This is an optimization exercise on Yosys and OpenROAD, whose aim is a short achievable clock period and few clock cycles, not a production implementation.
The RTL was checked by simulation tests, not by an equivalence proof against the original design.

## purple
// cpuTop
module cpuTop #(
  parameter int ImemDepth = 64
) (
  input  logic                            clk,
  input  logic                            rstN,
  input  logic                            psel,
  input  logic                            penable,
  input  logic                            pwrite,
  input  logic [busPkg::ApbAddrWidth-1:0] paddr,
  input  logic [isaPkg::DataWidth-1:0]    pwdata,
  output logic [isaPkg::DataWidth-1:0]    prdata,
  output logic [isaPkg::DataWidth-1:0]    pc,
  output logic                            hlt
);
Size: roughly 29000 cells after synthesis, ~3200 flip-flops, roughly 62 I/O pins.
export LEC_CHECK = 0
export CAP_MARGIN = 20
export CELL_PAD_IN_SITES_DETAIL_PLACEMENT = 1
export CELL_PAD_IN_SITES_GLOBAL_PLACEMENT = 1
export CORE_MARGIN = 2
export CORE_UTILIZATION = 25
export CTS_CLUSTER_DIAMETER = 100
export CTS_CLUSTER_SIZE = 30
export PLACE_DENSITY = 0.35
export SETUP_SLACK_MARGIN = 5
export SLEW_MARGIN = 20
create_clock -name core_clock -period 10.0 [get_ports {clk}]
standard.sh (not shown) runs the stock make flow with config.mk's settings and CLKGATE_MAP_FILE= SYNTH_SCRIPT=/design/flow/synth_recipe.tcl, a recipe that flattens the netlist after the stock synthesis.
==> flow/flow/run.sh <==
#!/bin/bash
# The standard layout (the standard.sh) with these changes to how it is
# made; the SDC and the design are unchanged:
#  - the port buffers are buf_4 cells instead of the default choice (a slow
#    delay buffer), every port still gets its buffer;
#  - global routing is offered less of met1/met2 (flow/fastroute.tcl), which
#    eases detailed routing of this mux-heavy design.
set -euo pipefail
bash standard.sh SETUP_SLACK_MARGIN=6.5 TNS_END_PERCENT=20 \
  "BUFFER_PORTS_ARGS=-buffer_cell sky130_fd_sc_hd__buf_4" \
  "FASTROUTE_TCL=$PWD/flow/fastroute.tcl" finish > standard_flow.log 2>&1
==> flow/flow/fastroute.tcl <==
# Global routing layers as the platform sets them, with less of met1 and met2
# offered to global routing, so that more wires go up to met3/met4 and the
# detailed router finds room for pin access on the lower layers.
set_global_routing_layer_adjustment met1 0.6
set_global_routing_layer_adjustment met2 0.4
set_global_routing_layer_adjustment met3-$::env(MAX_ROUTING_LAYER) 0.2

set_routing_layers -clock $::env(MIN_CLK_ROUTING_LAYER)-$::env(MAX_ROUTING_LAYER)
set_routing_layers -signal $::env(MIN_ROUTING_LAYER)-$::env(MAX_ROUTING_LAYER)
Testbench counts of purple, summed over its fixed seeds: cycles 26,778.
The following lists how blue was set up differently from purple:
- CTS_CLUSTER_DIAMETER no longer set, was 100
- CTS_CLUSTER_SIZE no longer set, was 30
- PLACE_DENSITY now 0.3, was 0.35
- CORE_UTILIZATION now 22, was 25
==> flow/run.sh (new file) <==
#!/bin/bash
# synth_recipe.tcl (not shown) runs the flow's synth.tcl, then flattens the netlist and writes it again
# the make line also repeats each setting of config.mk as NAME=value (left out here)
make -C /OpenROAD-flow-scripts/flow DESIGN_CONFIG=/design/flow/config.mk WORK_HOME=/design/flow/orfs CLKGATE_MAP_FILE= SYNTH_SCRIPT=/design/flow/synth_recipe.tcl finish
removed: flow/flow/run.sh
removed: flow/flow/fastroute.tcl
removed: flow/standard.sh
Every stage of the flow completed for blue, and the final layout passed the timing, design-rule and antenna checks. blue vs. purple: aggregate routed wire length went down by 2.6%. Summary: with purple as the reference, peak clock frequency supported by timing in blue moved down by more than 10%. | die area | higher: blue |. Changes observed in blue relative to purple: post-place instance area fell by 0.0012 mm2, cell count fell by 0.94%, well-tap cell count rose by about 14%.

---

north:
cpuTop, a different RTL version from the one above (not shown whole).
For scale: about 4200 cells after synthesis, ~1300 flip-flops.
make LEC_CHECK=0 CAP_MARGIN=20 CORE_MARGIN=2 CORE_UTILIZATION=40 SLEW_MARGIN=20 finish   # period 10.0 ns
run.sh (not shown) runs the stock make flow with config.mk's settings and CLKGATE_MAP_FILE= SYNTH_SCRIPT=/design/flow/synth_recipe.tcl, a recipe that flattens the netlist after the stock synthesis.
Stock flow here: none of the scripts above is used.
Testbench counts of north, summed over its fixed seeds: cycles 83,688.
What south does differently from north at the input level:
-- flow/config.mk --
<<< north, line 9
export CORE_MARGIN = 2
export CORE_UTILIZATION = 40
export SLEW_MARGIN = 20
>>> south, line 9
export CORE_MARGIN = 2
export CORE_UTILIZATION = 40
export SETUP_SLACK_MARGIN = 5
export SLEW_MARGIN = 20
Notes after the runs:
- On count of cell types in the netlist, south and north are basically level.
- Any difference in flip-flop and latch area between south and north is small enough to ignore.
- Between south and north, the layout net count is higher for south.
- Relative to north, met3 routing resource usage after global routing has increased by 1.5 points in south.
- The higher normalized max-slew margin of south and north is in north.
- On number of buffers and inverters on the critical path: between south and north, it ends up lower for north.
- The clock transition at the registers of the reported paths was comparable across south and north.
- Going from north to south, clock period minus final worst setup slack shrinks by 1880 ps.
- Summary of south over north: core utilization increased 3.5 points, part of the cycle the worst path needs decreased 19 points.

-- port drivers added, routing unchanged --
The results above use ideal ports. As a check the final layouts listed here were re-extracted and re-timed, cells and wires unchanged.
Step 1 sets driving cells, clkbuf_16 on the clock port and buf_2 on the other inputs (assumed; they add their load-dependent delay and slew).
Step 2, shift: input delay + t, output delay - t, t = (earliest + latest rising clock arrival at the registers) / 2. This alone moves slack from input paths to output paths.
Three values: ideal, step 1, step 2; two values: the first two.
run	t, ns	setup slack, ns	slew at the worst register clock pin (ns)	pins driven straight from the clock port
purple	1.316	5.939 / 5.939 / 5.297	0.12 / 0.12	1
blue	1.359	4.843 / 4.843 / 4.694	0.08 / 0.08	1
north	0.829	1.683 / 1.510 / 0.932	0.06 / 0.06	1
south	0.839	3.567 / 3.424 / 2.729	0.06 / 0.06	1
After both steps every run listed still meets setup and hold. The setup slack of south, which loses most, moves by -0.143 ns with the drivers and by -0.838 ns with both steps.
